Source: an optimization exercise on an open RTL-to-GDS flow (aim: small area). Production flows keep margins and buffers that such runs may drop. The RTL was checked by simulation tests, not by an equivalence proof against the original design. Power and IR drop assume default switching activity.

==> flow/design.v <==
package sigma_delta_pkg;
   typedef enum logic {IDLE, SEND} out_state_t;
endpackage
module sigma_delta_rca #(
   parameter int W = 8
) (
   input  logic [W-1:0] a,
   input  logic [W-1:0] b,
   input  logic         cin,
   output logic [W-1:0] s
);
   logic [W:0] c;
   assign c[0] = cin;
   for (genvar k = 0; k < W; k++) begin : g_bit
      assign s[k]   = a[k] ^ b[k] ^ c[k];
      assign c[k+1] = (a[k] & b[k]) | (a[k] & c[k]) | (b[k] & c[k]);
   end
endmodule
module sigma_delta_cic (
   input  logic [6:0]  m,          
   input  logic [7:0]  bits,       
   input  logic [20:0] a_i,
   input  logic [18:0] b_i,
   output logic [20:0] a_o,
   output logic [18:0] b_o
);
   logic [3:0]  p;       
   logic [4:0]  w;       
   logic [9:0]  pm;      
   logic [9:0]  pm01;
   logic [12:0] binc;    
   logic        start;
   logic [20:0] a_sel;
   logic [18:0] b_sel;
   function automatic logic [1:0] fa(input logic x, input logic y, input logic z);
      fa = {(x & y) | (x & z) | (y & z), x ^ y ^ z};
   endfunction
   logic [1:0] f1, f2, f3, f4, f5, f6, f7;
   always_comb begin
      f1 = fa(bits[0], bits[1], bits[2]);
      f2 = fa(bits[3], bits[4], bits[5]);
      f3 = fa(bits[6], bits[7], 1'b0);
      f4 = fa(f1[0], f2[0], f3[0]);           
      f5 = fa(f1[1], f2[1], f3[1]);           
      f6 = fa(f5[0], f4[1], 1'b0);            
      f7 = fa(f5[1], f6[1], 1'b0);            
      p  = {f7[1], f7[0], f6[0], f4[0]};
   end
   logic [1:0] g1, g2, g3, g4, g5, g6, g7, g8;
   always_comb begin
      g1 = fa(bits[1], bits[3], bits[5]);     
      g2 = fa(g1[0], bits[7], 1'b0);          
      g3 = fa(bits[2], bits[3], bits[6]);     
      g4 = fa(g3[0], bits[7], g1[1]);
      g5 = fa(g4[0], g2[1], 1'b0);            
      g6 = fa(bits[4], bits[5], bits[6]);     
      g7 = fa(g6[0], bits[7], g3[1]);
      g8 = fa(g7[0], g4[1], g5[1]);           
      w  = {2'b00, g8[0], g5[0], g2[0]} + {((g6[1] & g7[1]) | (g6[1] & g8[1]) | (g7[1] & g8[1])),
                                           g6[1] ^ g7[1] ^ g8[1], 3'b000};
   end
   sigma_delta_rca #(.W(10)) u_pm01 (
      .a({3'd0, m & {7{p[0]}}}), .b({2'd0, m & {7{p[1]}}, 1'b0}), .cin(1'b0), .s(pm01)
   );
   sigma_delta_rca #(.W(10)) u_pm (
      .a(pm01), .b({1'b0, m & {7{p[2]}}, 2'b00} | {m & {7{p[3]}}, 3'b000}), .cin(1'b0), .s(pm)
   );
   sigma_delta_rca #(.W(10)) u_binc (
      .a(pm), .b({8'd0, w[4:3]}), .cin(1'b0), .s(binc[12:3])
   );
   assign binc[2:0] = w[2:0];
   assign start = (m == 7'd0);
   assign a_sel = start ? {2'b00, b_i} : a_i;
   assign b_sel = start ? 19'd0 : b_i;
   logic [13:0] ainc;
   sigma_delta_rca #(.W(14)) u_ainc (.a({p, 10'd0}), .b(~{1'b0, binc}), .cin(1'b1), .s(ainc));
   sigma_delta_rca #(.W(21)) u_a (.a(a_sel), .b({7'd0, ainc}), .cin(1'b0), .s(a_o));
   sigma_delta_rca #(.W(19)) u_b (.a(b_sel), .b({6'd0, binc}), .cin(1'b0), .s(b_o));
endmodule
module sigma_delta_adc_mc (
   input  logic        clk,
   input  logic        rst,
   input  logic [7:0]  adc_lvds_pin,
   output logic [7:0]  adc_fb_pin,
   output logic [20:0] adc_output,
   output logic [2:0]  adc_channel,
   output logic        adc_valid,
   input  logic        adc_ready,
   output logic        adc_overrun
);
   logic [9:0]         count;
   logic [3:0]         nfr;        
   logic               tick, win, load;
   logic [63:0]        chunks;     
   logic [2:0]         ch;         
   logic [9:0]         cm;
   logic [7:0]         bits;
   logic [7:0][20:0]   ca;
   logic [7:0][18:0]   cb;
   logic [20:0]        ca_n;
   logic [18:0]        cb_n;
   logic [7:0][20:0]   hist1;
   logic [55:0][20:0]  hist7;
   logic [7:0][23:0]   sum;
   logic [2:0]         sel;
   logic [7:0]         oh;
   logic [20:0]        y, y_old;
   logic [23:0]        sum_in, sum_n;
   logic [23:0]        op1, op2, cs_s, cs_c;
   logic               sub, clr;
   logic [9:0]         count_n;
   logic               state;
   logic [2:0]         idx;
   always_ff @(posedge clk or posedge rst) begin
      if (rst) adc_fb_pin <= '0;
      else     adc_fb_pin <= adc_lvds_pin;
   end
   always_ff @(posedge clk or posedge rst) begin
      if (rst) count <= '0;
      else     count <= count_n;
   end
   assign count_n = count + 1'b1;
   assign tick    = (count == 10'd1023);
   always_ff @(posedge clk) begin
      win <= (count_n >= 10'd3) && (count_n <= 10'd10);
      clr <= (count_n >= 10'd3) && (count_n <= 10'd10) && (nfr == 4'd2);
      sub <= (count_n >= 10'd3) && (count_n <= 10'd10) && (nfr == 4'd10);
   end
   always_ff @(posedge clk or posedge rst) begin
      if (rst)                       nfr <= '0;
      else if (tick && nfr != 4'd10) nfr <= nfr + 1'b1;
   end
   for (genvar c = 0; c < 8; c++) begin : g_dl
      logic [6+c:0] dl;
      always_ff @(posedge clk) dl <= {dl[5+c:0], adc_fb_pin[c]};
      for (genvar i = 0; i < 8; i++) begin : g_bit
         if (7 + c - i == 0) begin : g_now
            assign chunks[8*((c+6)%8)+i] = adc_fb_pin[c];
         end else begin : g_old
            assign chunks[8*((c+6)%8)+i] = dl[6+c-i];
         end
      end
   end
   assign ch = count[2:0] + 3'd2;
   assign cm = {count[9:3] - 7'(count[2:0] < 3'd6), 3'b000};
   assign bits = chunks[8*count[2:0] +: 8];
   sigma_delta_cic u_cic (
      .m(cm[9:3]), .bits(bits), .a_i(ca[7]), .b_i(cb[7]), .a_o(ca_n), .b_o(cb_n)
   );
   always_ff @(posedge clk) begin
      ca <= {ca[6:0], ca_n};
      cb <= {cb[6:0], cb_n};
   end
   assign y     = ca[4];
   assign y_old = hist7[55];
   always_ff @(posedge clk) begin
      hist1 <= {hist1[6:0], win ? y : hist1[7]};
      hist7 <= {hist7[54:0], win ? hist1[7] : hist7[55]};
   end
   assign sum_in = clr ? 24'd0 : sum[7];
   assign op1 = {3'd0, y & {21{win}}};
   assign op2 = ~{3'd0, y_old & {21{sub}}};
   always_comb begin
      for (int k = 0; k < 24; k++) begin
         cs_s[k] = sum_in[k] ^ op1[k] ^ op2[k];
         cs_c[k] = (sum_in[k] & op1[k]) | (sum_in[k] & op2[k]) | (op1[k] & op2[k]);
      end
   end
   sigma_delta_rca #(.W(24)) u_sum (.a(cs_s), .b({cs_c[22:0], 1'b1}), .cin(1'b0), .s(sum_n));
   always_ff @(posedge clk) begin
      sum <= {sum[6:0], sum_n};
   end
   assign load = (count == 10'd3) && (nfr == 4'd10);
   always_ff @(posedge clk or posedge rst) begin
      if (rst) begin
         state       <= 1'b0;
         idx         <= '0;
         adc_overrun <= 1'b0;
      end else if (load) begin
         state <= 1'b1;
         idx   <= '0;
         if (state && !(adc_ready && idx == 3'd7)) adc_overrun <= 1'b1;
      end else if (state && adc_ready) begin
         if (idx == 3'd7) state <= 1'b0;
         idx <= idx + 1'b1;
      end
   end
   assign adc_valid   = state;
   assign adc_channel = idx;
   assign sel         = count[2:0] - 3'd4 - idx;
   always_comb begin
      for (int k = 0; k < 8; k++) oh[k] = (sel == 3'(k));
   end
   assign adc_output = ({21{oh[0]}} & sum[0][23:3]) | ({21{oh[1]}} & sum[1][23:3])
                     | ({21{oh[2]}} & sum[2][23:3]) | ({21{oh[3]}} & sum[3][23:3])
                     | ({21{oh[4]}} & sum[4][23:3]) | ({21{oh[5]}} & sum[5][23:3])
                     | ({21{oh[6]}} & sum[6][23:3]) | ({21{oh[7]}} & sum[7][23:3]);
endmodule
module sigma_delta_adc8 (
   input  logic        clk,
   input  logic        rst,
   input  logic [7:0]  adc_lvds_pin,
   output logic [7:0]  adc_fb_pin,
   output logic [20:0] adc_output,
   output logic [2:0]  adc_channel,
   output logic        adc_valid,
   input  logic        adc_ready,
   output logic        adc_overrun
);
   sigma_delta_adc_mc u_adc (
      .clk(clk), .rst(rst), .adc_lvds_pin(adc_lvds_pin), .adc_fb_pin(adc_fb_pin),
      .adc_output(adc_output), .adc_channel(adc_channel), .adc_valid(adc_valid),
      .adc_ready(adc_ready), .adc_overrun(adc_overrun)
   );
endmodule
clock: 10.0 ns
lec_check: 0
cap_margin: 20
core_margin: 2
core_utilization: 40
slew_margin: 20
standard.sh (not shown) runs the stock make flow with config.mk's settings and CLKGATE_MAP_FILE= SYNTH_SCRIPT=/design/flow/synth_recipe.tcl, a recipe that flattens the netlist after the stock synthesis.
==> flow/flow/run.sh <==
#!/bin/bash
# Standard layout (the standard.sh, standard synthesis included), except that clock tree
# synthesis adds no dummy load cells and uses the buffer and sink clusters given below.
set -o pipefail
export CTS_ARGS="-sink_clustering_enable -repair_clock_nets -dont_use_dummy_load -sink_clustering_size 21 -sink_clustering_max_diameter 50 -buf_list sky130_fd_sc_hd__clkbuf_8"
export BUFFER_PORTS_ARGS="-buffer_cell sky130_fd_sc_hd__buf_1"
bash standard.sh > standard.log 2>&1
Rerun with:
--- a/flow/design.v
+++ b/flow/design.v
@@ -98,10 +98,10 @@
    logic [7:0][20:0]   ca;
    logic [7:0][18:0]   cb;
    logic [20:0]        ca_n;
    logic [18:0]        cb_n;
-   logic [7:0][20:0]   hist1;
-   logic [55:0][20:0]  hist7;
+   logic [64:0][20:0]  hist;
+   logic               wr_even, wr_odd;
    logic [7:0][23:0]   sum;
    logic [2:0]         sel;
    logic [7:0]         oh;
    logic [20:0]        y, y_old;
@@ -151,12 +151,13 @@
       ca <= {ca[6:0], ca_n};
       cb <= {cb[6:0], cb_n};
    end
    assign y     = ca[4];
-   assign y_old = hist7[55];
-   always_ff @(posedge clk) begin
-      hist1 <= {hist1[6:0], win ? y : hist1[7]};
-      hist7 <= {hist7[54:0], win ? hist1[7] : hist7[55]};
+   assign y_old = count[0] ? hist[64] : hist[8];
+   assign wr_even = (count >= 10'd5) && (count <= 10'd11) &&  count[0];
+   assign wr_odd  = (count >= 10'd6) && (count <= 10'd12) && !count[0];
+   always_ff @(posedge clk) begin
+      hist <= {hist[63:9], wr_odd ? ca[6] : hist[8], hist[7:0], wr_even ? ca[6] : hist[64]};
    end
    assign sum_in = clr ? 24'd0 : sum[7];
    assign op1 = {3'd0, y & {21{win}}};
    assign op2 = ~{3'd0, y_old & {21{sub}}};
The new run produced a clean layout.
Area after synthesis grows by 0.40%.
Clock skew came out lower by 0.011 ns.
Die area is higher by 0.39%.
Clock-buffer cell count goes up by 1.
Routed wire length goes up by 2.8%.
Final cell count is lower by 0.65%.
Total power came out higher by 1.1%.
Via count shrinks by 0.76%.
Final area grows by 0.61%.
Setup slack is worse by 0.032 ns.
Synthesized cell count is lower by 1.7%.

separate check: timing with driven ports:
The flow's constraints put no driver on any port. The routed layouts listed below were extracted and timed again, unchanged, in two steps.
Step 1 (the two cells are an assumption about what drives the block):
set clk [get_ports {clk}]
set_driving_cell -lib_cell sky130_fd_sc_hd__clkbuf_16 $clk
set_driving_cell -lib_cell sky130_fd_sc_hd__buf_2 [delete_from_list [all_inputs] $clk]
Step 2 adds t to the input delays and takes it off the output delays; t is the mean of the earliest and latest rising clock arrival at the registers after step 1. Input paths then give back, and output paths get back, about the clock's delay inside the block.
a / b / c = no drivers / after step 1 / after step 2; a / b = the first two.
| run | t (ns) | setup WS [ns] | hold slack, ns | pins driven straight from the clock port |
|---|---|---|---|---|
| the first run | 0.829 | 0.421 / 0.421 / 0.421 | 0.237 / 0.237 / 0.237 | 1 |
| the second run | 0.831 | 0.389 / 0.389 / 0.389 | 0.238 / 0.238 / 0.238 | 1 |
After both steps setup and hold are still met in every run listed.
